Background: an optimization exercise with open tools, aiming at small area and few clock cycles per item. Do not read the settings as production practice.
Function was checked by simulation only, so behaviour that the tests miss may differ from the original.

--- design/flow/design.v ---
package sosg_pkg;
    localparam int unsigned PHASE_BITS_DEF      = 32;
    localparam int unsigned TABLE_ADDR_BITS_DEF = 10;
    localparam int unsigned SAMPLE_BITS_DEF     = 16;
    localparam int unsigned CELL_BITS = 8;
    localparam int unsigned AMP_BITS       = 15;
    localparam int unsigned STEP_BITS      = 32;
    localparam int unsigned APB_DATA_BITS  = 32;
    localparam int unsigned APB_ADDR_BITS  = 3;
    localparam logic [AMP_BITS-1:0]  AMP_RESET  = 15'd2048;
    localparam logic [STEP_BITS-1:0] STEP_RESET = 32'd0;
    localparam logic REG_AMPLITUDE  = 1'b0;
    localparam logic REG_PHASE_STEP = 1'b1;
    localparam int unsigned IN_DATA_BITS = 8;
    typedef struct packed {
        logic [AMP_BITS-1:0]  amplitude;
        logic [STEP_BITS-1:0] phase_step;
    } cfg_t;
    typedef struct packed {
        logic restart;
        logic block_end;
        logic carry;
    } cell_ctl_t;
endpackage
module sosg_regs (
    input  logic                                 clk,
    input  logic                                 rst_n,
    input  logic                                 psel,
    input  logic                                 penable,
    input  logic                                 pwrite,
    input  logic [sosg_pkg::APB_ADDR_BITS-1:0]   paddr,
    input  logic [sosg_pkg::APB_DATA_BITS-1:0]   pwdata,
    output logic [sosg_pkg::APB_DATA_BITS-1:0]   prdata,
    output logic                                 pready,
    output sosg_pkg::cfg_t                       cfg
);
    logic [sosg_pkg::AMP_BITS-1:0]  amplitude_reg;
    logic [sosg_pkg::STEP_BITS-1:0] phase_step_reg;
    logic                           wr_en;
    logic                           reg_idx;
    assign pready  = 1'b1;
    assign wr_en   = psel && penable && pwrite;
    assign reg_idx = paddr[2];
    always_ff @(posedge clk or negedge rst_n)
    begin
        if (!rst_n)
        begin
            amplitude_reg  <= sosg_pkg::AMP_RESET;
            phase_step_reg <= sosg_pkg::STEP_RESET;
        end
        else if (wr_en)
        begin
            case (reg_idx)
                sosg_pkg::REG_AMPLITUDE:  amplitude_reg  <= pwdata[sosg_pkg::AMP_BITS-1:0];
                sosg_pkg::REG_PHASE_STEP: phase_step_reg <= pwdata[sosg_pkg::STEP_BITS-1:0];
                default:                  ;
            endcase
        end
    end
    always_comb
    begin
        case (reg_idx)
            sosg_pkg::REG_AMPLITUDE:  prdata = sosg_pkg::APB_DATA_BITS'(amplitude_reg);
            sosg_pkg::REG_PHASE_STEP: prdata = sosg_pkg::APB_DATA_BITS'(phase_step_reg);
            default:                  prdata = '0;
        endcase
    end
    assign cfg.amplitude  = amplitude_reg;
    assign cfg.phase_step = phase_step_reg;
endmodule
module sosg_qrom (
    input  logic [10:0] addr,
    output logic [15:0] data
);
    always_comb
    begin
        case (addr)
            11'd0: data = 16'd0;
            11'd1: data = 16'd50;
            11'd2: data = 16'd101;
            11'd3: data = 16'd151;
            11'd4: data = 16'd201;
            11'd5: data = 16'd251;
            11'd6: data = 16'd302;
            11'd7: data = 16'd352;
            11'd8: data = 16'd402;
            11'd9: data = 16'd452;
            11'd10: data = 16'd503;
            11'd11: data = 16'd553;
            11'd12: data = 16'd603;
            11'd13: data = 16'd653;
            11'd14: data = 16'd704;
            11'd15: data = 16'd754;
            11'd16: data = 16'd804;
            11'd17: data = 16'd854;
            11'd18: data = 16'd905;
            11'd19: data = 16'd955;
            11'd20: data = 16'd1005;
            11'd21: data = 16'd1055;
            11'd22: data = 16'd1106;
            11'd23: data = 16'd1156;
            11'd24: data = 16'd1206;
            11'd25: data = 16'd1256;
            11'd26: data = 16'd1307;
            11'd27: data = 16'd1357;
            11'd28: data = 16'd1407;
            11'd29: data = 16'd1457;
            11'd30: data = 16'd1507;
            11'd31: data = 16'd1558;
            11'd32: data = 16'd1608;
            11'd33: data = 16'd1658;
            11'd34: data = 16'd1708;
            11'd35: data = 16'd1758;
            11'd36: data = 16'd1809;
            11'd37: data = 16'd1859;
            11'd38: data = 16'd1909;
            11'd39: data = 16'd1959;
            11'd40: data = 16'd2009;
            11'd41: data = 16'd2060;
            11'd42: data = 16'd2110;
            11'd43: data = 16'd2160;
            11'd44: data = 16'd2210;
            11'd45: data = 16'd2260;
            11'd46: data = 16'd2310;
            11'd47: data = 16'd2360;
            11'd48: data = 16'd2411;
            11'd49: data = 16'd2461;
            11'd50: data = 16'd2511;
            11'd51: data = 16'd2561;
            11'd52: data = 16'd2611;
            11'd53: data = 16'd2661;
            11'd54: data = 16'd2711;
            11'd55: data = 16'd2761;
            11'd56: data = 16'd2811;
            11'd57: data = 16'd2861;
            11'd58: data = 16'd2912;
            11'd59: data = 16'd2962;
            11'd60: data = 16'd3012;
            11'd61: data = 16'd3062;
            11'd62: data = 16'd3112;
            11'd63: data = 16'd3162;
            11'd64: data = 16'd3212;
            11'd65: data = 16'd3262;
            11'd66: data = 16'd3312;
            11'd67: data = 16'd3362;
            11'd68: data = 16'd3412;
            11'd69: data = 16'd3462;
            11'd70: data = 16'd3512;
            11'd71: data = 16'd3562;
            11'd72: data = 16'd3612;
            11'd73: data = 16'd3662;
            11'd74: data = 16'd3712;
            11'd75: data = 16'd3762;
            11'd76: data = 16'd3812;
            11'd77: data = 16'd3861;
            11'd78: data = 16'd3911;
            11'd79: data = 16'd3961;
            11'd80: data = 16'd4011;
            11'd81: data = 16'd4061;
            11'd82: data = 16'd4111;
            11'd83: data = 16'd4161;
            11'd84: data = 16'd4211;
            11'd85: data = 16'd4260;
            11'd86: data = 16'd4310;
            11'd87: data = 16'd4360;
            11'd88: data = 16'd4410;
            11'd89: data = 16'd4460;
            11'd90: data = 16'd4510;
            11'd91: data = 16'd4559;
            11'd92: data = 16'd4609;
            11'd93: data = 16'd4659;
            11'd94: data = 16'd4709;
            11'd95: data = 16'd4758;
            11'd96: data = 16'd4808;
            11'd97: data = 16'd4858;
            11'd98: data = 16'd4907;
            11'd99: data = 16'd4957;
            11'd100: data = 16'd5007;
            11'd101: data = 16'd5057;
            11'd102: data = 16'd5106;
            11'd103: data = 16'd5156;
            11'd104: data = 16'd5205;
            11'd105: data = 16'd5255;
            11'd106: data = 16'd5305;
            11'd107: data = 16'd5354;
            11'd108: data = 16'd5404;
            11'd109: data = 16'd5453;
            11'd110: data = 16'd5503;
            11'd111: data = 16'd5553;
            11'd112: data = 16'd5602;
            11'd113: data = 16'd5652;
            11'd114: data = 16'd5701;
            11'd115: data = 16'd5751;
            11'd116: data = 16'd5800;
            11'd117: data = 16'd5850;
            11'd118: data = 16'd5899;
            11'd119: data = 16'd5948;
            11'd120: data = 16'd5998;
            11'd121: data = 16'd6047;
            11'd122: data = 16'd6097;
            11'd123: data = 16'd6146;
            11'd124: data = 16'd6195;
            11'd125: data = 16'd6245;
            11'd126: data = 16'd6294;
            11'd127: data = 16'd6343;
            11'd128: data = 16'd6393;
            11'd129: data = 16'd6442;
            11'd130: data = 16'd6491;
            11'd131: data = 16'd6541;
            11'd132: data = 16'd6590;
            11'd133: data = 16'd6639;
            11'd134: data = 16'd6688;
            11'd135: data = 16'd6737;
            11'd136: data = 16'd6787;
            11'd137: data = 16'd6836;
            11'd138: data = 16'd6885;
            11'd139: data = 16'd6934;
            11'd140: data = 16'd6983;
            11'd141: data = 16'd7032;
            11'd142: data = 16'd7081;
            11'd143: data = 16'd7130;
            11'd144: data = 16'd7180;
            11'd145: data = 16'd7229;
            11'd146: data = 16'd7278;
            11'd147: data = 16'd7327;
            11'd148: data = 16'd7376;
            11'd149: data = 16'd7425;
            11'd150: data = 16'd7473;
            11'd151: data = 16'd7522;
            11'd152: data = 16'd7571;
            11'd153: data = 16'd7620;
            11'd154: data = 16'd7669;
            11'd155: data = 16'd7718;
            11'd156: data = 16'd7767;
            11'd157: data = 16'd7816;
            11'd158: data = 16'd7864;
            11'd159: data = 16'd7913;
            11'd160: data = 16'd7962;
            11'd161: data = 16'd8011;
            11'd162: data = 16'd8059;
            11'd163: data = 16'd8108;
            11'd164: data = 16'd8157;
            11'd165: data = 16'd8206;
            11'd166: data = 16'd8254;
            11'd167: data = 16'd8303;
            11'd168: data = 16'd8351;
            11'd169: data = 16'd8400;
            11'd170: data = 16'd8449;
            11'd171: data = 16'd8497;
            11'd172: data = 16'd8546;
            11'd173: data = 16'd8594;
            11'd174: data = 16'd8643;
            11'd175: data = 16'd8691;
            11'd176: data = 16'd8740;
            11'd177: data = 16'd8788;
            11'd178: data = 16'd8836;
            11'd179: data = 16'd8885;
            11'd180: data = 16'd8933;
            11'd181: data = 16'd8982;
            11'd182: data = 16'd9030;
            11'd183: data = 16'd9078;
            11'd184: data = 16'd9127;
            11'd185: data = 16'd9175;
            11'd186: data = 16'd9223;
            11'd187: data = 16'd9271;
            11'd188: data = 16'd9319;
            11'd189: data = 16'd9368;
            11'd190: data = 16'd9416;
            11'd191: data = 16'd9464;
            11'd192: data = 16'd9512;
            11'd193: data = 16'd9560;
            11'd194: data = 16'd9608;
            11'd195: data = 16'd9656;
            11'd196: data = 16'd9704;
            11'd197: data = 16'd9752;
            11'd198: data = 16'd9800;
            11'd199: data = 16'd9848;
            11'd200: data = 16'd9896;
            11'd201: data = 16'd9944;
            11'd202: data = 16'd9992;
            11'd203: data = 16'd10040;
            11'd204: data = 16'd10088;
            11'd205: data = 16'd10135;
            11'd206: data = 16'd10183;
            11'd207: data = 16'd10231;
            11'd208: data = 16'd10279;
            11'd209: data = 16'd10326;
            11'd210: data = 16'd10374;
            11'd211: data = 16'd10422;
            11'd212: data = 16'd10469;
            11'd213: data = 16'd10517;
            11'd214: data = 16'd10565;
            11'd215: data = 16'd10612;
            11'd216: data = 16'd10660;
            11'd217: data = 16'd10707;
            11'd218: data = 16'd10755;
            11'd219: data = 16'd10802;
            11'd220: data = 16'd10850;
            11'd221: data = 16'd10897;
            11'd222: data = 16'd10945;
            11'd223: data = 16'd10992;
            11'd224: data = 16'd11039;
            11'd225: data = 16'd11087;
            11'd226: data = 16'd11134;
            11'd227: data = 16'd11181;
            11'd228: data = 16'd11228;
            11'd229: data = 16'd11276;
            11'd230: data = 16'd11323;
            11'd231: data = 16'd11370;
            11'd232: data = 16'd11417;
            11'd233: data = 16'd11464;
            11'd234: data = 16'd11511;
            11'd235: data = 16'd11558;
            11'd236: data = 16'd11605;
            11'd237: data = 16'd11652;
            11'd238: data = 16'd11699;
            11'd239: data = 16'd11746;
            11'd240: data = 16'd11793;
            11'd241: data = 16'd11840;
            11'd242: data = 16'd11887;
            11'd243: data = 16'd11934;
            11'd244: data = 16'd11980;
            11'd245: data = 16'd12027;
            11'd246: data = 16'd12074;
            11'd247: data = 16'd12121;
            11'd248: data = 16'd12167;
            11'd249: data = 16'd12214;
            11'd250: data = 16'd12261;
            11'd251: data = 16'd12307;
            11'd252: data = 16'd12354;
            11'd253: data = 16'd12400;
            11'd254: data = 16'd12447;
            11'd255: data = 16'd12493;
            11'd256: data = 16'd12540;
            11'd257: data = 16'd12586;
            11'd258: data = 16'd12633;
            11'd259: data = 16'd12679;
            11'd260: data = 16'd12725;
            11'd261: data = 16'd12772;
            11'd262: data = 16'd12818;
            11'd263: data = 16'd12864;
            11'd264: data = 16'd12910;
            11'd265: data = 16'd12957;
            11'd266: data = 16'd13003;
            11'd267: data = 16'd13049;
            11'd268: data = 16'd13095;
            11'd269: data = 16'd13141;
            11'd270: data = 16'd13187;
            11'd271: data = 16'd13233;
            11'd272: data = 16'd13279;
            11'd273: data = 16'd13325;
            11'd274: data = 16'd13371;
            11'd275: data = 16'd13417;
            11'd276: data = 16'd13463;
            11'd277: data = 16'd13508;
            11'd278: data = 16'd13554;
            11'd279: data = 16'd13600;
            11'd280: data = 16'd13646;
            11'd281: data = 16'd13691;
            11'd282: data = 16'd13737;
            11'd283: data = 16'd13783;
            11'd284: data = 16'd13828;
            11'd285: data = 16'd13874;
            11'd286: data = 16'd13919;
            11'd287: data = 16'd13965;
            11'd288: data = 16'd14010;
            11'd289: data = 16'd14056;
            11'd290: data = 16'd14101;
            11'd291: data = 16'd14146;
            11'd292: data = 16'd14192;
            11'd293: data = 16'd14237;
            11'd294: data = 16'd14282;
            11'd295: data = 16'd14327;
            11'd296: data = 16'd14373;
            11'd297: data = 16'd14418;
            11'd298: data = 16'd14463;
            11'd299: data = 16'd14508;
            11'd300: data = 16'd14553;
            11'd301: data = 16'd14598;
            11'd302: data = 16'd14643;
            11'd303: data = 16'd14688;
            11'd304: data = 16'd14733;
            11'd305: data = 16'd14778;
            11'd306: data = 16'd14823;
            11'd307: data = 16'd14867;
            11'd308: data = 16'd14912;
            11'd309: data = 16'd14957;
            11'd310: data = 16'd15002;
            11'd311: data = 16'd15046;
            11'd312: data = 16'd15091;
            11'd313: data = 16'd15136;
            11'd314: data = 16'd15180;
            11'd315: data = 16'd15225;
            11'd316: data = 16'd15269;
            11'd317: data = 16'd15314;
            11'd318: data = 16'd15358;
            11'd319: data = 16'd15402;
            11'd320: data = 16'd15447;
            11'd321: data = 16'd15491;
            11'd322: data = 16'd15535;
            11'd323: data = 16'd15580;
            11'd324: data = 16'd15624;
            11'd325: data = 16'd15668;
            11'd326: data = 16'd15712;
            11'd327: data = 16'd15756;
            11'd328: data = 16'd15800;
            11'd329: data = 16'd15844;
            11'd330: data = 16'd15888;
            11'd331: data = 16'd15932;
            11'd332: data = 16'd15976;
            11'd333: data = 16'd16020;
            11'd334: data = 16'd16064;
            11'd335: data = 16'd16108;
            11'd336: data = 16'd16151;
            11'd337: data = 16'd16195;
            11'd338: data = 16'd16239;
            11'd339: data = 16'd16282;
            11'd340: data = 16'd16326;
            11'd341: data = 16'd16369;
            11'd342: data = 16'd16413;
            11'd343: data = 16'd16456;
            11'd344: data = 16'd16500;
            11'd345: data = 16'd16543;
            11'd346: data = 16'd16587;
            11'd347: data = 16'd16630;
            11'd348: data = 16'd16673;
            11'd349: data = 16'd16717;
            11'd350: data = 16'd16760;
            11'd351: data = 16'd16803;
            11'd352: data = 16'd16846;
            11'd353: data = 16'd16889;
            11'd354: data = 16'd16932;
            11'd355: data = 16'd16975;
            11'd356: data = 16'd17018;
            11'd357: data = 16'd17061;
            11'd358: data = 16'd17104;
            11'd359: data = 16'd17147;
            11'd360: data = 16'd17190;
            11'd361: data = 16'd17233;
            11'd362: data = 16'd17275;
            11'd363: data = 16'd17318;
            11'd364: data = 16'd17361;
            11'd365: data = 16'd17403;
            11'd366: data = 16'd17446;
            11'd367: data = 16'd17488;
            11'd368: data = 16'd17531;
            11'd369: data = 16'd17573;
            11'd370: data = 16'd17616;
            11'd371: data = 16'd17658;
            11'd372: data = 16'd17700;
            11'd373: data = 16'd17743;
            11'd374: data = 16'd17785;
            11'd375: data = 16'd17827;
            11'd376: data = 16'd17869;
            11'd377: data = 16'd17911;
            11'd378: data = 16'd17953;
            11'd379: data = 16'd17995;
            11'd380: data = 16'd18037;
            11'd381: data = 16'd18079;
            11'd382: data = 16'd18121;
            11'd383: data = 16'd18163;
            11'd384: data = 16'd18205;
            11'd385: data = 16'd18247;
            11'd386: data = 16'd18288;
            11'd387: data = 16'd18330;
            11'd388: data = 16'd18372;
            11'd389: data = 16'd18413;
            11'd390: data = 16'd18455;
            11'd391: data = 16'd18496;
            11'd392: data = 16'd18538;
            11'd393: data = 16'd18579;
            11'd394: data = 16'd18621;
            11'd395: data = 16'd18662;
            11'd396: data = 16'd18703;
            11'd397: data = 16'd18745;
            11'd398: data = 16'd18786;
            11'd399: data = 16'd18827;
            11'd400: data = 16'd18868;
            11'd401: data = 16'd18909;
            11'd402: data = 16'd18950;
            11'd403: data = 16'd18991;
            11'd404: data = 16'd19032;
            11'd405: data = 16'd19073;
            11'd406: data = 16'd19114;
            11'd407: data = 16'd19155;
            11'd408: data = 16'd19195;
            11'd409: data = 16'd19236;
            11'd410: data = 16'd19277;
            11'd411: data = 16'd19317;
            11'd412: data = 16'd19358;
            11'd413: data = 16'd19399;
            11'd414: data = 16'd19439;
            11'd415: data = 16'd19479;
            11'd416: data = 16'd19520;
            11'd417: data = 16'd19560;
            11'd418: data = 16'd19601;
            11'd419: data = 16'd19641;
            11'd420: data = 16'd19681;
            11'd421: data = 16'd19721;
            11'd422: data = 16'd19761;
            11'd423: data = 16'd19801;
            11'd424: data = 16'd19841;
            11'd425: data = 16'd19881;
            11'd426: data = 16'd19921;
            11'd427: data = 16'd19961;
            11'd428: data = 16'd20001;
            11'd429: data = 16'd20041;
            11'd430: data = 16'd20081;
            11'd431: data = 16'd20120;
            11'd432: data = 16'd20160;
            11'd433: data = 16'd20200;
            11'd434: data = 16'd20239;
            11'd435: data = 16'd20279;
            11'd436: data = 16'd20318;
            11'd437: data = 16'd20357;
            11'd438: data = 16'd20397;
            11'd439: data = 16'd20436;
            11'd440: data = 16'd20475;
            11'd441: data = 16'd20515;
            11'd442: data = 16'd20554;
            11'd443: data = 16'd20593;
            11'd444: data = 16'd20632;
            11'd445: data = 16'd20671;
            11'd446: data = 16'd20710;
            11'd447: data = 16'd20749;
            11'd448: data = 16'd20788;
            11'd449: data = 16'd20827;
            11'd450: data = 16'd20865;
            11'd451: data = 16'd20904;
            11'd452: data = 16'd20943;
            11'd453: data = 16'd20981;
            11'd454: data = 16'd21020;
            11'd455: data = 16'd21059;
            11'd456: data = 16'd21097;
            11'd457: data = 16'd21136;
            11'd458: data = 16'd21174;
            11'd459: data = 16'd21212;
            11'd460: data = 16'd21251;
            11'd461: data = 16'd21289;
            11'd462: data = 16'd21327;
            11'd463: data = 16'd21365;
            11'd464: data = 16'd21403;
            11'd465: data = 16'd21441;
            11'd466: data = 16'd21479;
            11'd467: data = 16'd21517;
            11'd468: data = 16'd21555;
            11'd469: data = 16'd21593;
            11'd470: data = 16'd21631;
            11'd471: data = 16'd21668;
            11'd472: data = 16'd21706;
            11'd473: data = 16'd21744;
            11'd474: data = 16'd21781;
            11'd475: data = 16'd21819;
            11'd476: data = 16'd21856;
            11'd477: data = 16'd21894;
            11'd478: data = 16'd21931;
            11'd479: data = 16'd21968;
            11'd480: data = 16'd22006;
            11'd481: data = 16'd22043;
            11'd482: data = 16'd22080;
            11'd483: data = 16'd22117;
            11'd484: data = 16'd22154;
            11'd485: data = 16'd22191;
            11'd486: data = 16'd22228;
            11'd487: data = 16'd22265;
            11'd488: data = 16'd22302;
            11'd489: data = 16'd22339;
            11'd490: data = 16'd22375;
            11'd491: data = 16'd22412;
            11'd492: data = 16'd22449;
            11'd493: data = 16'd22485;
            11'd494: data = 16'd22522;
            11'd495: data = 16'd22558;
            11'd496: data = 16'd22595;
            11'd497: data = 16'd22631;
            11'd498: data = 16'd22668;
            11'd499: data = 16'd22704;
            11'd500: data = 16'd22740;
            11'd501: data = 16'd22776;
            11'd502: data = 16'd22812;
            11'd503: data = 16'd22848;
            11'd504: data = 16'd22884;
            11'd505: data = 16'd22920;
            11'd506: data = 16'd22956;
            11'd507: data = 16'd22992;
            11'd508: data = 16'd23028;
            11'd509: data = 16'd23064;
            11'd510: data = 16'd23099;
            11'd511: data = 16'd23135;
            11'd512: data = 16'd23170;
            11'd513: data = 16'd23206;
            11'd514: data = 16'd23241;
            11'd515: data = 16'd23277;
            11'd516: data = 16'd23312;
            11'd517: data = 16'd23348;
            11'd518: data = 16'd23383;
            11'd519: data = 16'd23418;
            11'd520: data = 16'd23453;
            11'd521: data = 16'd23488;
            11'd522: data = 16'd23523;
            11'd523: data = 16'd23558;
            11'd524: data = 16'd23593;
            11'd525: data = 16'd23628;
            11'd526: data = 16'd23663;
            11'd527: data = 16'd23697;
            11'd528: data = 16'd23732;
            11'd529: data = 16'd23767;
            11'd530: data = 16'd23801;
            11'd531: data = 16'd23836;
            11'd532: data = 16'd23870;
            11'd533: data = 16'd23905;
            11'd534: data = 16'd23939;
            11'd535: data = 16'd23973;
            11'd536: data = 16'd24008;
            11'd537: data = 16'd24042;
            11'd538: data = 16'd24076;
            11'd539: data = 16'd24110;
            11'd540: data = 16'd24144;
            11'd541: data = 16'd24178;
            11'd542: data = 16'd24212;
            11'd543: data = 16'd24246;
            11'd544: data = 16'd24279;
            11'd545: data = 16'd24313;
            11'd546: data = 16'd24347;
            11'd547: data = 16'd24380;
            11'd548: data = 16'd24414;
            11'd549: data = 16'd24448;
            11'd550: data = 16'd24481;
            11'd551: data = 16'd24514;
            11'd552: data = 16'd24548;
            11'd553: data = 16'd24581;
            11'd554: data = 16'd24614;
            11'd555: data = 16'd24647;
            11'd556: data = 16'd24680;
            11'd557: data = 16'd24713;
            11'd558: data = 16'd24746;
            11'd559: data = 16'd24779;
            11'd560: data = 16'd24812;
            11'd561: data = 16'd24845;
            11'd562: data = 16'd24878;
            11'd563: data = 16'd24910;
            11'd564: data = 16'd24943;
            11'd565: data = 16'd24976;
            11'd566: data = 16'd25008;
            11'd567: data = 16'd25041;
            11'd568: data = 16'd25073;
            11'd569: data = 16'd25105;
            11'd570: data = 16'd25138;
            11'd571: data = 16'd25170;
            11'd572: data = 16'd25202;
            11'd573: data = 16'd25234;
            11'd574: data = 16'd25266;
            11'd575: data = 16'd25298;
            11'd576: data = 16'd25330;
            11'd577: data = 16'd25362;
            11'd578: data = 16'd25394;
            11'd579: data = 16'd25425;
            11'd580: data = 16'd25457;
            11'd581: data = 16'd25489;
            11'd582: data = 16'd25520;
            11'd583: data = 16'd25552;
            11'd584: data = 16'd25583;
            11'd585: data = 16'd25615;
            11'd586: data = 16'd25646;
            11'd587: data = 16'd25677;
            11'd588: data = 16'd25708;
            11'd589: data = 16'd25739;
            11'd590: data = 16'd25771;
            11'd591: data = 16'd25802;
            11'd592: data = 16'd25833;
            11'd593: data = 16'd25863;
            11'd594: data = 16'd25894;
            11'd595: data = 16'd25925;
            11'd596: data = 16'd25956;
            11'd597: data = 16'd25986;
            11'd598: data = 16'd26017;
            11'd599: data = 16'd26048;
            11'd600: data = 16'd26078;
            11'd601: data = 16'd26108;
            11'd602: data = 16'd26139;
            11'd603: data = 16'd26169;
            11'd604: data = 16'd26199;
            11'd605: data = 16'd26229;
            11'd606: data = 16'd26259;
            11'd607: data = 16'd26290;
            11'd608: data = 16'd26320;
            11'd609: data = 16'd26349;
            11'd610: data = 16'd26379;
            11'd611: data = 16'd26409;
            11'd612: data = 16'd26439;
            11'd613: data = 16'd26468;
            11'd614: data = 16'd26498;
            11'd615: data = 16'd26528;
            11'd616: data = 16'd26557;
            11'd617: data = 16'd26586;
            11'd618: data = 16'd26616;
            11'd619: data = 16'd26645;
            11'd620: data = 16'd26674;
            11'd621: data = 16'd26704;
            11'd622: data = 16'd26733;
            11'd623: data = 16'd26762;
            11'd624: data = 16'd26791;
            11'd625: data = 16'd26820;
            11'd626: data = 16'd26848;
            11'd627: data = 16'd26877;
            11'd628: data = 16'd26906;
            11'd629: data = 16'd26935;
            11'd630: data = 16'd26963;
            11'd631: data = 16'd26992;
            11'd632: data = 16'd27020;
            11'd633: data = 16'd27049;
            11'd634: data = 16'd27077;
            11'd635: data = 16'd27105;
            11'd636: data = 16'd27133;
            11'd637: data = 16'd27162;
            11'd638: data = 16'd27190;
            11'd639: data = 16'd27218;
            11'd640: data = 16'd27246;
            11'd641: data = 16'd27273;
            11'd642: data = 16'd27301;
            11'd643: data = 16'd27329;
            11'd644: data = 16'd27357;
            11'd645: data = 16'd27384;
            11'd646: data = 16'd27412;
            11'd647: data = 16'd27440;
            11'd648: data = 16'd27467;
            11'd649: data = 16'd27494;
            11'd650: data = 16'd27522;
            11'd651: data = 16'd27549;
            11'd652: data = 16'd27576;
            11'd653: data = 16'd27603;
            11'd654: data = 16'd27630;
            11'd655: data = 16'd27657;
            11'd656: data = 16'd27684;
            11'd657: data = 16'd27711;
            11'd658: data = 16'd27738;
            11'd659: data = 16'd27765;
            11'd660: data = 16'd27791;
            11'd661: data = 16'd27818;
            11'd662: data = 16'd27844;
            11'd663: data = 16'd27871;
            11'd664: data = 16'd27897;
            11'd665: data = 16'd27924;
            11'd666: data = 16'd27950;
            11'd667: data = 16'd27976;
            11'd668: data = 16'd28002;
            11'd669: data = 16'd28028;
            11'd670: data = 16'd28054;
            11'd671: data = 16'd28080;
            11'd672: data = 16'd28106;
            11'd673: data = 16'd28132;
            11'd674: data = 16'd28158;
            11'd675: data = 16'd28183;
            11'd676: data = 16'd28209;
            11'd677: data = 16'd28234;
            11'd678: data = 16'd28260;
            11'd679: data = 16'd28285;
            11'd680: data = 16'd28311;
            11'd681: data = 16'd28336;
            11'd682: data = 16'd28361;
            11'd683: data = 16'd28386;
            11'd684: data = 16'd28411;
            11'd685: data = 16'd28436;
            11'd686: data = 16'd28461;
            11'd687: data = 16'd28486;
            11'd688: data = 16'd28511;
            11'd689: data = 16'd28536;
            11'd690: data = 16'd28560;
            11'd691: data = 16'd28585;
            11'd692: data = 16'd28610;
            11'd693: data = 16'd28634;
            11'd694: data = 16'd28658;
            11'd695: data = 16'd28683;
            11'd696: data = 16'd28707;
            11'd697: data = 16'd28731;
            11'd698: data = 16'd28755;
            11'd699: data = 16'd28779;
            11'd700: data = 16'd28803;
            11'd701: data = 16'd28827;
            11'd702: data = 16'd28851;
            11'd703: data = 16'd28875;
            11'd704: data = 16'd28899;
            11'd705: data = 16'd28922;
            11'd706: data = 16'd28946;
            11'd707: data = 16'd28970;
            11'd708: data = 16'd28993;
            11'd709: data = 16'd29016;
            11'd710: data = 16'd29040;
            11'd711: data = 16'd29063;
            11'd712: data = 16'd29086;
            11'd713: data = 16'd29109;
            11'd714: data = 16'd29132;
            11'd715: data = 16'd29155;
            11'd716: data = 16'd29178;
            11'd717: data = 16'd29201;
            11'd718: data = 16'd29224;
            11'd719: data = 16'd29247;
            11'd720: data = 16'd29269;
            11'd721: data = 16'd29292;
            11'd722: data = 16'd29314;
            11'd723: data = 16'd29337;
            11'd724: data = 16'd29359;
            11'd725: data = 16'd29381;
            11'd726: data = 16'd29404;
            11'd727: data = 16'd29426;
            11'd728: data = 16'd29448;
            11'd729: data = 16'd29470;
            11'd730: data = 16'd29492;
            11'd731: data = 16'd29514;
            11'd732: data = 16'd29535;
            11'd733: data = 16'd29557;
            11'd734: data = 16'd29579;
            11'd735: data = 16'd29600;
            11'd736: data = 16'd29622;
            11'd737: data = 16'd29643;
            11'd738: data = 16'd29665;
            11'd739: data = 16'd29686;
            11'd740: data = 16'd29707;
            11'd741: data = 16'd29729;
            11'd742: data = 16'd29750;
            11'd743: data = 16'd29771;
            11'd744: data = 16'd29792;
            11'd745: data = 16'd29813;
            11'd746: data = 16'd29833;
            11'd747: data = 16'd29854;
            11'd748: data = 16'd29875;
            11'd749: data = 16'd29895;
            11'd750: data = 16'd29916;
            11'd751: data = 16'd29936;
            11'd752: data = 16'd29957;
            11'd753: data = 16'd29977;
            11'd754: data = 16'd29997;
            11'd755: data = 16'd30018;
            11'd756: data = 16'd30038;
            11'd757: data = 16'd30058;
            11'd758: data = 16'd30078;
            11'd759: data = 16'd30098;
            11'd760: data = 16'd30118;
            11'd761: data = 16'd30137;
            11'd762: data = 16'd30157;
            11'd763: data = 16'd30177;
            11'd764: data = 16'd30196;
            11'd765: data = 16'd30216;
            11'd766: data = 16'd30235;
            11'd767: data = 16'd30254;
            11'd768: data = 16'd30274;
            11'd769: data = 16'd30293;
            11'd770: data = 16'd30312;
            11'd771: data = 16'd30331;
            11'd772: data = 16'd30350;
            11'd773: data = 16'd30369;
            11'd774: data = 16'd30388;
            11'd775: data = 16'd30407;
            11'd776: data = 16'd30425;
            11'd777: data = 16'd30444;
            11'd778: data = 16'd30462;
            11'd779: data = 16'd30481;
            11'd780: data = 16'd30499;
            11'd781: data = 16'd30518;
            11'd782: data = 16'd30536;
            11'd783: data = 16'd30554;
            11'd784: data = 16'd30572;
            11'd785: data = 16'd30590;
            11'd786: data = 16'd30608;
            11'd787: data = 16'd30626;
            11'd788: data = 16'd30644;
            11'd789: data = 16'd30662;
            11'd790: data = 16'd30680;
            11'd791: data = 16'd30697;
            11'd792: data = 16'd30715;
            11'd793: data = 16'd30732;
            11'd794: data = 16'd30750;
            11'd795: data = 16'd30767;
            11'd796: data = 16'd30784;
            11'd797: data = 16'd30801;
            11'd798: data = 16'd30819;
            11'd799: data = 16'd30836;
            11'd800: data = 16'd30853;
            11'd801: data = 16'd30869;
            11'd802: data = 16'd30886;
            11'd803: data = 16'd30903;
            11'd804: data = 16'd30920;
            11'd805: data = 16'd30936;
            11'd806: data = 16'd30953;
            11'd807: data = 16'd30969;
            11'd808: data = 16'd30986;
            11'd809: data = 16'd31002;
            11'd810: data = 16'd31018;
            11'd811: data = 16'd31034;
            11'd812: data = 16'd31050;
            11'd813: data = 16'd31067;
            11'd814: data = 16'd31082;
            11'd815: data = 16'd31098;
            11'd816: data = 16'd31114;
            11'd817: data = 16'd31130;
            11'd818: data = 16'd31146;
            11'd819: data = 16'd31161;
            11'd820: data = 16'd31177;
            11'd821: data = 16'd31192;
            11'd822: data = 16'd31207;
            11'd823: data = 16'd31223;
            11'd824: data = 16'd31238;
            11'd825: data = 16'd31253;
            11'd826: data = 16'd31268;
            11'd827: data = 16'd31283;
            11'd828: data = 16'd31298;
            11'd829: data = 16'd31313;
            11'd830: data = 16'd31328;
            11'd831: data = 16'd31342;
            11'd832: data = 16'd31357;
            11'd833: data = 16'd31372;
            11'd834: data = 16'd31386;
            11'd835: data = 16'd31400;
            11'd836: data = 16'd31415;
            11'd837: data = 16'd31429;
            11'd838: data = 16'd31443;
            11'd839: data = 16'd31457;
            11'd840: data = 16'd31471;
            11'd841: data = 16'd31485;
            11'd842: data = 16'd31499;
            11'd843: data = 16'd31513;
            11'd844: data = 16'd31527;
            11'd845: data = 16'd31540;
            11'd846: data = 16'd31554;
            11'd847: data = 16'd31568;
            11'd848: data = 16'd31581;
            11'd849: data = 16'd31594;
            11'd850: data = 16'd31608;
            11'd851: data = 16'd31621;
            11'd852: data = 16'd31634;
            11'd853: data = 16'd31647;
            11'd854: data = 16'd31660;
            11'd855: data = 16'd31673;
            11'd856: data = 16'd31686;
            11'd857: data = 16'd31699;
            11'd858: data = 16'd31711;
            11'd859: data = 16'd31724;
            11'd860: data = 16'd31737;
            11'd861: data = 16'd31749;
            11'd862: data = 16'd31761;
            11'd863: data = 16'd31774;
            11'd864: data = 16'd31786;
            11'd865: data = 16'd31798;
            11'd866: data = 16'd31810;
            11'd867: data = 16'd31822;
            11'd868: data = 16'd31834;
            11'd869: data = 16'd31846;
            11'd870: data = 16'd31858;
            11'd871: data = 16'd31870;
            11'd872: data = 16'd31881;
            11'd873: data = 16'd31893;
            11'd874: data = 16'd31904;
            11'd875: data = 16'd31916;
            11'd876: data = 16'd31927;
            11'd877: data = 16'd31938;
            11'd878: data = 16'd31950;
            11'd879: data = 16'd31961;
            11'd880: data = 16'd31972;
            11'd881: data = 16'd31983;
            11'd882: data = 16'd31994;
            11'd883: data = 16'd32005;
            11'd884: data = 16'd32015;
            11'd885: data = 16'd32026;
            11'd886: data = 16'd32037;
            11'd887: data = 16'd32047;
            11'd888: data = 16'd32058;
            11'd889: data = 16'd32068;
            11'd890: data = 16'd32078;
            11'd891: data = 16'd32088;
            11'd892: data = 16'd32099;
            11'd893: data = 16'd32109;
            11'd894: data = 16'd32119;
            11'd895: data = 16'd32129;
            11'd896: data = 16'd32138;
            11'd897: data = 16'd32148;
            11'd898: data = 16'd32158;
            11'd899: data = 16'd32167;
            11'd900: data = 16'd32177;
            11'd901: data = 16'd32186;
            11'd902: data = 16'd32196;
            11'd903: data = 16'd32205;
            11'd904: data = 16'd32214;
            11'd905: data = 16'd32224;
            11'd906: data = 16'd32233;
            11'd907: data = 16'd32242;
            11'd908: data = 16'd32251;
            11'd909: data = 16'd32259;
            11'd910: data = 16'd32268;
            11'd911: data = 16'd32277;
            11'd912: data = 16'd32286;
            11'd913: data = 16'd32294;
            11'd914: data = 16'd32303;
            11'd915: data = 16'd32311;
            11'd916: data = 16'd32319;
            11'd917: data = 16'd32328;
            11'd918: data = 16'd32336;
            11'd919: data = 16'd32344;
            11'd920: data = 16'd32352;
            11'd921: data = 16'd32360;
            11'd922: data = 16'd32368;
            11'd923: data = 16'd32376;
            11'd924: data = 16'd32383;
            11'd925: data = 16'd32391;
            11'd926: data = 16'd32398;
            11'd927: data = 16'd32406;
            11'd928: data = 16'd32413;
            11'd929: data = 16'd32421;
            11'd930: data = 16'd32428;
            11'd931: data = 16'd32435;
            11'd932: data = 16'd32442;
            11'd933: data = 16'd32449;
            11'd934: data = 16'd32456;
            11'd935: data = 16'd32463;
            11'd936: data = 16'd32470;
            11'd937: data = 16'd32477;
            11'd938: data = 16'd32483;
            11'd939: data = 16'd32490;
            11'd940: data = 16'd32496;
            11'd941: data = 16'd32503;
            11'd942: data = 16'd32509;
            11'd943: data = 16'd32515;
            11'd944: data = 16'd32522;
            11'd945: data = 16'd32528;
            11'd946: data = 16'd32534;
            11'd947: data = 16'd32540;
            11'd948: data = 16'd32546;
            11'd949: data = 16'd32551;
            11'd950: data = 16'd32557;
            11'd951: data = 16'd32563;
            11'd952: data = 16'd32568;
            11'd953: data = 16'd32574;
            11'd954: data = 16'd32579;
            11'd955: data = 16'd32585;
            11'd956: data = 16'd32590;
            11'd957: data = 16'd32595;
            11'd958: data = 16'd32600;
            11'd959: data = 16'd32605;
            11'd960: data = 16'd32610;
            11'd961: data = 16'd32615;
            11'd962: data = 16'd32620;
            11'd963: data = 16'd32625;
            11'd964: data = 16'd32629;
            11'd965: data = 16'd32634;
            11'd966: data = 16'd32638;
            11'd967: data = 16'd32643;
            11'd968: data = 16'd32647;
            11'd969: data = 16'd32651;
            11'd970: data = 16'd32656;
            11'd971: data = 16'd32660;
            11'd972: data = 16'd32664;
            11'd973: data = 16'd32668;
            11'd974: data = 16'd32672;
            11'd975: data = 16'd32675;
            11'd976: data = 16'd32679;
            11'd977: data = 16'd32683;
            11'd978: data = 16'd32686;
            11'd979: data = 16'd32690;
            11'd980: data = 16'd32693;
            11'd981: data = 16'd32697;
            11'd982: data = 16'd32700;
            11'd983: data = 16'd32703;
            11'd984: data = 16'd32706;
            11'd985: data = 16'd32709;
            11'd986: data = 16'd32712;
            11'd987: data = 16'd32715;
            11'd988: data = 16'd32718;
            11'd989: data = 16'd32721;
            11'd990: data = 16'd32723;
            11'd991: data = 16'd32726;
            11'd992: data = 16'd32729;
            11'd993: data = 16'd32731;
            11'd994: data = 16'd32733;
            11'd995: data = 16'd32736;
            11'd996: data = 16'd32738;
            11'd997: data = 16'd32740;
            11'd998: data = 16'd32742;
            11'd999: data = 16'd32744;
            11'd1000: data = 16'd32746;
            11'd1001: data = 16'd32748;
            11'd1002: data = 16'd32749;
            11'd1003: data = 16'd32751;
            11'd1004: data = 16'd32753;
            11'd1005: data = 16'd32754;
            11'd1006: data = 16'd32756;
            11'd1007: data = 16'd32757;
            11'd1008: data = 16'd32758;
            11'd1009: data = 16'd32759;
            11'd1010: data = 16'd32760;
            11'd1011: data = 16'd32761;
            11'd1012: data = 16'd32762;
            11'd1013: data = 16'd32763;
            11'd1014: data = 16'd32764;
            11'd1015: data = 16'd32765;
            11'd1016: data = 16'd32766;
            11'd1017: data = 16'd32766;
            11'd1018: data = 16'd32767;
            11'd1019: data = 16'd32767;
            11'd1020: data = 16'd32767;
            11'd1021: data = 16'd32768;
            11'd1022: data = 16'd32768;
            11'd1023: data = 16'd32768;
            11'd1024: data = 16'd32768;
            default: data = 16'd0;
        endcase
    end
endmodule
module sosg_shaper (
    input  logic [14:0] amplitude,
    input  logic [11:0] phase,       
    output logic [14:0] mag
);
    logic [9:0]  k;
    logic [10:0] addr;
    logic [15:0] ent;
    logic [30:0] prod;
    assign k    = phase[9:0];
    assign addr = phase[10] ? (11'd1024 - {1'b0, k}) : {1'b0, k};
    sosg_qrom u_qrom (
        .addr (addr),
        .data (ent)
    );
    assign prod = 31'(amplitude) * 31'(ent);
    assign mag  = prod[29:15];
endmodule
module sine_oscillator_sample_generator #(
    parameter int unsigned PHASE_BITS      = sosg_pkg::PHASE_BITS_DEF,
    parameter int unsigned TABLE_ADDR_BITS = sosg_pkg::TABLE_ADDR_BITS_DEF,
    parameter int unsigned SAMPLE_BITS     = sosg_pkg::SAMPLE_BITS_DEF
) (
    input  logic                                clk,
    input  logic                                rst_n,
    input  logic                                s_tvalid,
    output logic                                s_tready,
    input  logic [sosg_pkg::IN_DATA_BITS-1:0]   s_tdata,   
    input  logic                                s_tlast,
    output logic                                m_tvalid,
    input  logic                                m_tready,
    output logic [((SAMPLE_BITS+7)/8)*8-1:0]    m_tdata,   
    output logic                                m_tlast,
    input  logic                                psel,
    input  logic                                penable,
    input  logic                                pwrite,
    input  logic [sosg_pkg::APB_ADDR_BITS-1:0]  paddr,
    input  logic [sosg_pkg::APB_DATA_BITS-1:0]  pwdata,
    output logic [sosg_pkg::APB_DATA_BITS-1:0]  prdata,
    output logic                                pready
);
    sosg_pkg::cfg_t cfg;
    logic        acc;
    logic        restart;
    logic [31:0] phase_reg;
    logic [14:0] mag;
    logic [14:0] mag_reg;
    logic        neg_reg;
    logic        last_reg;
    logic        valid_reg;
    sosg_regs u_regs (
        .clk     (clk),
        .rst_n   (rst_n),
        .psel    (psel),
        .penable (penable),
        .pwrite  (pwrite),
        .paddr   (paddr),
        .pwdata  (pwdata),
        .prdata  (prdata),
        .pready  (pready),
        .cfg     (cfg)
    );
    assign s_tready = !valid_reg || m_tready;
    assign acc      = s_tvalid && s_tready;
    assign restart  = s_tdata[0];
    always_ff @(posedge clk or negedge rst_n)
    begin
        if (!rst_n)
            phase_reg <= '0;
        else if (acc)
            phase_reg <= (restart ? 32'd0 : phase_reg) + cfg.phase_step;
    end
    sosg_shaper u_shaper (
        .amplitude (cfg.amplitude),
        .phase     (phase_reg[31:20]),
        .mag       (mag)
    );
    always_ff @(posedge clk or negedge rst_n)
    begin
        if (!rst_n)
            valid_reg <= 1'b0;
        else if (s_tready)
            valid_reg <= s_tvalid;
    end
    always_ff @(posedge clk)
    begin
        if (acc)
        begin
            mag_reg  <= restart ? 15'd0 : mag;
            neg_reg  <= phase_reg[31];
            last_reg <= s_tlast;
        end
    end
    assign m_tvalid = valid_reg;
    assign m_tdata  = neg_reg ? (16'd0 - {1'b0, mag_reg}) : {1'b0, mag_reg};
    assign m_tlast  = last_reg;
endmodule
--- design/flow/run.sh ---
#!/bin/bash
# synth_recipe.tcl (not shown) runs the flow's synth.tcl, then flattens the netlist and writes it again
# the make line also repeats each setting of config.mk as NAME=value (left out here)
make -C /OpenROAD-flow-scripts/flow DESIGN_CONFIG=/design/flow/config.mk WORK_HOME=/design/flow/orfs CLKGATE_MAP_FILE= SYNTH_SCRIPT=/design/flow/synth_recipe.tcl finish
--- design/flow/config.mk ---
export PLATFORM = sky130hd
export DESIGN_NAME = sine_oscillator_sample_generator
export DESIGN_NICKNAME = sine_oscillator_sample_generator
export VERILOG_FILES = /design/flow/design.v
export SDC_FILE = /design/flow/constraint.sdc
export NUM_CORES = 4
export LEC_CHECK = 0
export ABC_AREA = 1
export CAP_MARGIN = 20
export CORE_MARGIN = 2
export CORE_UTILIZATION = 40
export SLEW_MARGIN = 20
export SYNTH_MEMORY_MAX_BITS = 65536
--- design/flow/constraint.sdc ---
create_clock -name core_clock -period 7.5 [get_ports {clk}]
set_input_delay 1.5000 -clock core_clock [delete_from_list [all_inputs] [get_ports {clk}]]
set_output_delay 1.5000 -clock core_clock [all_outputs]
set_load 0.01 [all_outputs]
==> metrics.cfg, run 1 <==
[setup_path]
crit_path_end = mag_reg[7]
crit_path_start_kind = register
critPathKind = register to register
endpoint_kind = register
rr_endpoint = mag_reg[7]
crit_required_ns = 7.63
crit_arrival_ns = 8.52
r2r_setup_slack_ns = -0.89
worst_path_most_repeated_cell = fa_1
r2r-start = phase_reg[21]
crit_fanout = 6
rr_worst_depth = 42
cpPeakStageDelay_ns = 0.54
cp-startpoint = phase_reg[21]
worst_path_max_delay_cell = fa_2

[timing]
rsz0062_at_grt = true
period_minus_slack_ns = 8.39
period_share_pct = 112
fin_skew_ns = 0.00686
timing.final.hold_violations = 0
max_slew_margin_pct = 37.4
max_freq_ghz = 0.119
worst_pin_slew_ns = 0.936
setup_ws_ns = -0.890
slew_violations = 0
final-setup-viol-count = 15

[die]
fp.dieW_um = 241
pin_count = 103
start_util_pct = 40.6
placementRows = 86
die_h_um = 241
die_area_sq_um = 58000
coreArea_sq_um = 55300

[clock_network]
cts.path.max_buffers = 2
cts_made_buffers = 9
cts_sinks = 97
clock_latency_ns = 0.37
cts_tree = yes
cts_hold_buf = 0
cts_root_buffer = clkbuf_16
clk_pin_slew_ns = 0.07
cts_max_level = 3

[logic_synthesis]
synth_edf_count = 17
synth_warnings = 3
synth_common_cells = nand2_1, inv_1, nor2_1, nand3_1, o21ai_0
synth_top_area_share_pct = 19.7
synth.cell_area_sq_um = 22400
postSynthCellCount = 3646
synth.area.top_cells = nand2_1, fa_1, dfrtp_1, inv_1, ha_1
syn_nets = 4015
avgSynthCellArea_sq_um = 6.15
ys.flop_type = dfrtp_1
yosysMostFrequentCell = nand2_1
async_flop_share_pct = 82.5
yosysUniqueCellTypes = 70
seq_area_frac_synth_pct = 11.2
ys_ff_latch = 97
yosys.area.top_type = nand2_1

[route]
vias = 31005
drc = 0
viasPerCell = 5.83
drtAntennaViolNets = 0
wl_per_cell_um = 25.9
drt_iter0_drc = 4123
wl_um = 138000
drt-pass1-iter-count = 6

[status]
run_status = finished with violations
so_faults = setup timing

[global_route]
grt_usage_pct = 46.8
grt_overflow_total = 0
grt_max_degree = 81
grt_pass1_wl_um = 196000
antenna_found_initial = 5
grt_pass1_vias = 29655

[place]
port_buffers = 92
place_hpwl_um = 111000
gp_congestion = 1.14

[final_layout]
drive_gt1_share_pct = 33.6
area_growth_pct = 54.8
post-route-util_pct = 62.8
fin_nets = 4931

[min_path]
hold_path_class = register to register

[run]
maxCapViolations = 0

## worst min path at each step
| stage | slack [ns] | depth (start not counted) | endpoint | start |
|---|---|---|---|---|
| 2_1_floorplan | 0.45 | 0 | neg_reg | phase_reg[31] |
| 3_3_place_gp | 0.47 | 2 | phase_reg[15] | phase_reg[15] |
| 3_5_place_dp | 0.47 | 2 | phase_reg[2] | phase_reg[2] |
| 4_1_cts | 0.49 | 2 | phase_reg[2] | phase_reg[2] |
| 5_1_grt | 0.51 | 2 | phase_reg[1] | phase_reg[1] |
| 6_report | 0.50 | 2 | phase_reg[15] | phase_reg[15] |
## logic make-up after synthesis
logic type / share of synthesized area [%]
and+or+nand+nor: 32.7
buffers and inverters: 12.3
AOI/OAI and AO/OA: 17.5
adders and majority gates: 23.7
DFF: 11.2
xor gates and xnor gates: 1.67
muxes: 0.853
other: 0.0167
## per-stage QoR
step                instance area (sq um)  hold WS, ns  setup WS, ns  instances  TNS [ns]
detailed placement                  31200        0.473         -1.30       5213    -16.68
finish                              34700        0.495        -0.890       5319    -10.94
global placement                    31200        0.467         -1.28       5213    -16.37
CTS                                 33600        0.492        -0.649       5293     -8.03
global route                        34700        0.509         -1.06       5315    -13.67
floorplan                           23100        0.447       -0.0537       3646   -0.0711
## critical path, delay by kind of cell (launching register included)
family | cells | cell delay (ns)
adder cells (fa/ha/maj) | 9 | 3.59
buffers and inverters | 12 | 1.27
flip-flops | 1 | 0.37
AO/OA/AOI/OAI | 11 | 1.88
AND/OR/NAND/NOR | 10 | 0.99
## layer usage
metal / share of wire [%] / GRT usage (%) / vias up
li1: - / - / 13653
met1: 39 / 61.7 / 14507
met2: 39 / 65.1 / 2305
met3: 15 / 17.3 / 536
met4: 7.3 / 27.5 / 4
met5: 0.024 / 0 / -
## timing repair
| action | in CTS | in global routing |
|---|---|---|
| resized for setup | 380 | 240 |
| pin swaps | 117 | 102 |
| cloned | 4 | 3 |
| endpoints found under the setup margin | 15 | 15 |
| setup buffers | 63 | 24 |
## placed cells by master, fill, tap and decap left out, types with 103 or more instances in the layout
cell	Yosys	final
o21ai_0	236	194
nand2_1	1178	1037
nor2_1	327	259
fa_1	179	171
nand3_1	240	205
buf_4	18	866
ha_1	139	113
a21oi_1	191	151
inv_1	489	432
nand2_2	9	103
## area by class of cell
cell class	count	area [sq um]
clock buffer	9	225
timing repair buffer	1077	9310
multi-input combinational	2865	19700
tap	748	936
inverter	512	2010
fill	5246	20600
clock inverter	7	67.6
sequential	97	2520
antenna	4	10.0
Testbench counts, summed over its fixed seeds: cycles 19,232, items 19,200.
==> run 2, diff against run 1 <==
--- a/design/flow/design.v
+++ b/design/flow/design.v
@@ -1105,22 +1105,17 @@
     end
 endmodule
 module sosg_shaper (
-    input  logic [14:0] amplitude,
     input  logic [11:0] phase,       
-    output logic [14:0] mag
+    output logic [15:0] ent
 );
     logic [9:0]  k;
     logic [10:0] addr;
-    logic [15:0] ent;
-    logic [30:0] prod;
     assign k    = phase[9:0];
     assign addr = phase[10] ? (11'd1024 - {1'b0, k}) : {1'b0, k};
     sosg_qrom u_qrom (
         .addr (addr),
         .data (ent)
     );
-    assign prod = 31'(amplitude) * 31'(ent);
-    assign mag  = prod[29:15];
 endmodule
 module sine_oscillator_sample_generator #(
     parameter int unsigned PHASE_BITS      = sosg_pkg::PHASE_BITS_DEF,
@@ -1146,14 +1141,20 @@
     output logic                                pready
 );
     sosg_pkg::cfg_t cfg;
+    logic        adv;
     logic        acc;
     logic        restart;
     logic [31:0] phase_reg;
+    logic [15:0] ent;
+    logic [15:0] ent_reg;
+    logic        neg1_reg;
+    logic        last1_reg;
+    logic        v1_reg;
     logic [14:0] mag;
     logic [14:0] mag_reg;
-    logic        neg_reg;
-    logic        last_reg;
-    logic        valid_reg;
+    logic        neg2_reg;
+    logic        last2_reg;
+    logic        v2_reg;
     sosg_regs u_regs (
         .clk     (clk),
         .rst_n   (rst_n),
@@ -1166,8 +1167,9 @@
         .pready  (pready),
         .cfg     (cfg)
     );
-    assign s_tready = !valid_reg || m_tready;
-    assign acc      = s_tvalid && s_tready;
+    assign adv      = !v2_reg || m_tready;
+    assign s_tready = adv;
+    assign acc      = s_tvalid && adv;
     assign restart  = s_tdata[0];
     always_ff @(posedge clk or negedge rst_n)
     begin
@@ -1176,28 +1178,42 @@
         else if (acc)
             phase_reg <= (restart ? 32'd0 : phase_reg) + cfg.phase_step;
     end
-    sosg_shaper u_shaper (
-        .amplitude (cfg.amplitude),
-        .phase     (phase_reg[31:20]),
-        .mag       (mag)
+    sosg_shaper u_lookup (
+        .phase (phase_reg[31:20]),
+        .ent   (ent)
     );
     always_ff @(posedge clk or negedge rst_n)
     begin
         if (!rst_n)
-            valid_reg <= 1'b0;
-        else if (s_tready)
-            valid_reg <= s_tvalid;
+        begin
+            v1_reg <= 1'b0;
+            v2_reg <= 1'b0;
+        end
+        else if (adv)
+        begin
+            v1_reg <= s_tvalid;
+            v2_reg <= v1_reg;
+        end
     end
     always_ff @(posedge clk)
     begin
-        if (acc)
+        if (adv)
         begin
-            mag_reg  <= restart ? 15'd0 : mag;
-            neg_reg  <= phase_reg[31];
-            last_reg <= s_tlast;
+            ent_reg   <= restart ? 16'd0 : ent;
+            neg1_reg  <= phase_reg[31];
+            last1_reg <= s_tlast;
+            mag_reg   <= mag;
+            neg2_reg  <= neg1_reg;
+            last2_reg <= last1_reg;
         end
     end
-    assign m_tvalid = valid_reg;
-    assign m_tdata  = neg_reg ? (16'd0 - {1'b0, mag_reg}) : {1'b0, mag_reg};
-    assign m_tlast  = last_reg;
+    always_comb
+    begin
+        logic [29:0] prod;
+        prod = 30'(cfg.amplitude) * 30'(ent_reg[14:0]);
+        mag  = ent_reg[15] ? cfg.amplitude : prod[29:15];
+    end
+    assign m_tvalid = v2_reg;
+    assign m_tdata  = neg2_reg ? (16'd0 - {1'b0, mag_reg}) : {1'b0, mag_reg};
+    assign m_tlast  = last2_reg;
 endmodule
==> metrics.cfg, run 2 <==
[status]
run_status = timing/DRC/antenna clean

[logic_synthesis]
yosys.area.top_type = nand2_1
synth.area.top_cells = nand2_1, fa_1, inv_1, dfrtp_1, ha_1
ys_ff_latch = 116  ; +20%
synth_edf_count = 35  ; +18
yosysMostFrequentCell = nand2_1
synth_top_area_share_pct = 25.2  ; +5.5 points
seq_area_frac_synth_pct = 13.0  ; +1.8 points
async_flop_share_pct = 69.8  ; -13 points
avgSynthCellArea_sq_um = 5.96  ; -3.1%
syn_nets = 4318  ; +7.5%
synth.cell_area_sq_um = 23600  ; +5.2%
synth_warnings = 3  ; unchanged
synth_common_cells = nand2_1, inv_1, nand3_1, a21oi_1, nor2_1
yosysUniqueCellTypes = 51  ; -27%
postSynthCellCount = 3958  ; +8.6%
ys.flop_type = dfrtp_1

[timing]
slew_violations = 0  ; unchanged
setup_ws_ns = 1.30  ; +2.19 ns
tns_ns = 0  ; +10.94 ns
fin_skew_ns = 0.0137  ; +0.00686 ns
max_slew_margin_pct = 23.0  ; -14 points
max_freq_ghz = 0.161  ; +35%
period_minus_slack_ns = 6.20  ; -2.19 ns
rsz0062_at_grt = false
timing.final.hold_violations = 0  ; unchanged
worst_pin_slew_ns = 1.15  ; +0.215 ns
final-setup-viol-count = 0  ; -15
period_share_pct = 82.7  ; -29 points

[final_layout]
layout_commonest_cell = nand2_1
fin_nets = 4290  ; -13%
mostFrequentLayoutCells = nand2_1, inv_1, nand3_1
area_growth_pct = 8.73
fin_cells = 4719  ; -11%
fill_cells = 6518  ; +24%
drive_gt1_share_pct = 4.44  ; -29 points

[clock_network]
cts_hold_buf = 0  ; unchanged
cts_tree = yes
cts_root_buffer = clkbuf_16
clk_pin_slew_ns = 0.06  ; about the same
cts.path.max_buffers = 2  ; unchanged
cts_made_buffers = 17  ; +8
cts_setup_buffers = 0  ; -100%
cts_resized = 0  ; -100%
cts_sinks = 116  ; +20%
clock_latency_ns = 0.44  ; +0.07 ns
cts_max_level = 4  ; +1

[die]
pin_count = 103  ; unchanged
coreArea_sq_um = 58700  ; +6.1%
die_h_um = 247  ; +2.5%
placementRows = 89  ; +3.5%
start_util_pct = 40.2  ; -0.34 points
fp.dieW_um = 247  ; +2.5%
die_area_sq_um = 61000  ; +5.1%

[place]
gp_congestion = 1.09  ; -3.9%
place_hpwl_um = 84500  ; -24%
port_buffers = 92  ; unchanged
dp_cells = 4684  ; -10%
dp_slack_ns = 1.32  ; +2.62 ns

[setup_path]
crit_fanout = 18  ; +12
crit_required_ns = 7.68  ; +0.05 ns
worst_path_max_delay_cell = dfrtp_1
crit_path_start_kind = register
path_cells = nand2_1, inv_1, fa_1, inv_1, fa_1, inv_1, fa_1, fa_1, fa_1, inv_1, fa_1, inv_1, ha_1, a21oi_1, o21ai_0, a21oi_1, nand2_1, nand2_1, nand2_1, or2_2, nand3_1, o21ai_0
endpoint_kind = register
crit_arrival_ns = 6.38  ; -2.14 ns
worst_path_most_repeated_cell = fa_1
cpPeakStageDelay_ns = 1.00  ; +0.46 ns
critPathKind = register to register

[route]
drc = 0  ; unchanged
drtAntennaViolNets = 0  ; unchanged
viasPerCell = 5.77  ; -1.1%
drt_iter0_drc = 3699  ; -10%
drt-pass1-iter-count = 6  ; unchanged
wl_per_cell_um = 24.0  ; -7.4%
wl_um = 113000  ; -18%
vias = 27214  ; -12%

[global_route]
grt_max_degree = 97  ; +20%
grt_pass1_vias = 25906  ; -13%
grt_pass1_wl_um = 167000  ; -15%
antenna_found_initial = 4  ; -1
grt_overflow_total = 0  ; unchanged
grt_usage_pct = 36.9  ; -9.9 points

[min_path]
hold_path_class = register to register

[run]
maxCapViolations = 0  ; unchanged

[run 2: cell count changes after synthesis, sizes merged, moves of 12 or more]
cell and change:
a21oi +18, a221oi -17, a31oi -41, edfxtp +18, fa -12, inv +44
nand2 +419, nand3 +53, nand4 +41, nor2 -119, o211ai -16, o21ai -29
o221ai -13
[run 2: final timing paths]
kind                            cells after the start       endpoint  slack (ns)                     start
min in group asynchronous                           1   phase_reg[6]        1.09                     rst_n
max in group asynchronous                           1  phase_reg[23]        5.84                     rst_n
worst min-delay path                                0      last2_reg        0.42                 last1_reg
worst max-delay path                               22     mag_reg[4]        1.30  u_regs.amplitude_reg[12]
worst max register to register                     22     mag_reg[4]        1.30  u_regs.amplitude_reg[12]
worst min register to register                      0      last2_reg        0.42                 last1_reg
[run 2: through the flow]
stage / hold WS [ns] / util (%) / instance area, sq um
final: 0.423 / 43.7 / 25700
after global placement: 0.405 / 42.7 / 25100
after CTS: 0.425 / 43.7 / 25700
after global routing: 0.449 / 43.7 / 25700
after floorplan: 0.400 / - / 23600
after detailed placement: 0.415 / 42.7 / 25100
[run 2: cell type report]
| class | count | area (sq um) | area share (%) |
|---|---|---|---|
| tap | 773 | 967 | 3.77 |
| multi-input combinational | 3097 | 17600 | 68.4 |
| antenna | 3 | 7.51 | 0.0292 |
| clock inverter | 9 | 90.1 | 0.351 |
| sequential | 116 | 3080 | 12.0 |
| timing repair buffer | 144 | 1390 | 5.41 |
| clock buffer | 23 | 489 | 1.91 |
| inverter | 554 | 2080 | 8.12 |
[run 2: cell families (layout without fill, tap and decap cells)]
group | Yosys count | in the layout | share of synthesized area (%)
DFF | 116 | 116 | 13.0
muxes | 17 | 17 | 0.811
other | 1 | 4 | 0.0159
adders and majority gates | 309 | 309 | 21.7
AOI/OAI and AO/OA | 507 | 507 | 11.6
buffers and inverters | 745 | 730 | 12.7
and+or+nand+nor | 2223 | 2223 | 38.7
xor gates and xnor gates | 40 | 40 | 1.48
[run 2: critical path: cells and delay by family (launching register included)]
family / cells / cell delay (ns)
adders and majority gates: 7 / 3.12
DFF: 1 / 1.00
and+or+nand+nor: 6 / 0.75
AOI/OAI and AO/OA: 4 / 0.62
buffers and inverters: 5 / 0.41
[run 2: layer usage]
layer | track usage, % | wire length (um)
met5 | 0 | 7
met4 | 25.1 | 8770
met3 | 7.71 | 12100
met2 | 56.2 | 48300
met1 | 46.9 | 44100
Testbench counts of run 2, summed over its fixed seeds: cycles 19,264, items 19,200.

-- port drivers added, routing unchanged --
In the flow no input, the clock included, has a driving cell. The finished layouts below were timed again as built, in two steps. Step 1 (the two cells are an assumption about what drives the block):
set clk [get_ports {clk}]
set_driving_cell -lib_cell sky130_fd_sc_hd__clkbuf_16 $clk
set_driving_cell -lib_cell sky130_fd_sc_hd__buf_2 [delete_from_list [all_inputs] $clk]
Step 2, shift: input delay + t, output delay - t, t = (earliest + latest rising clock arrival at the registers) / 2. This alone moves slack from input paths to output paths. Three values: no drivers, after step 1, after step 2; two values: the first two.
run	shift t [ns]	setup slack, ns	worst setup path at the end	worst data-port slew with drivers (ns)
run 1	0.414	-0.890 / -0.890 / -0.890	register to register	0.06
run 2	0.492	1.299 / 1.299 / 1.299	register to register	0.06
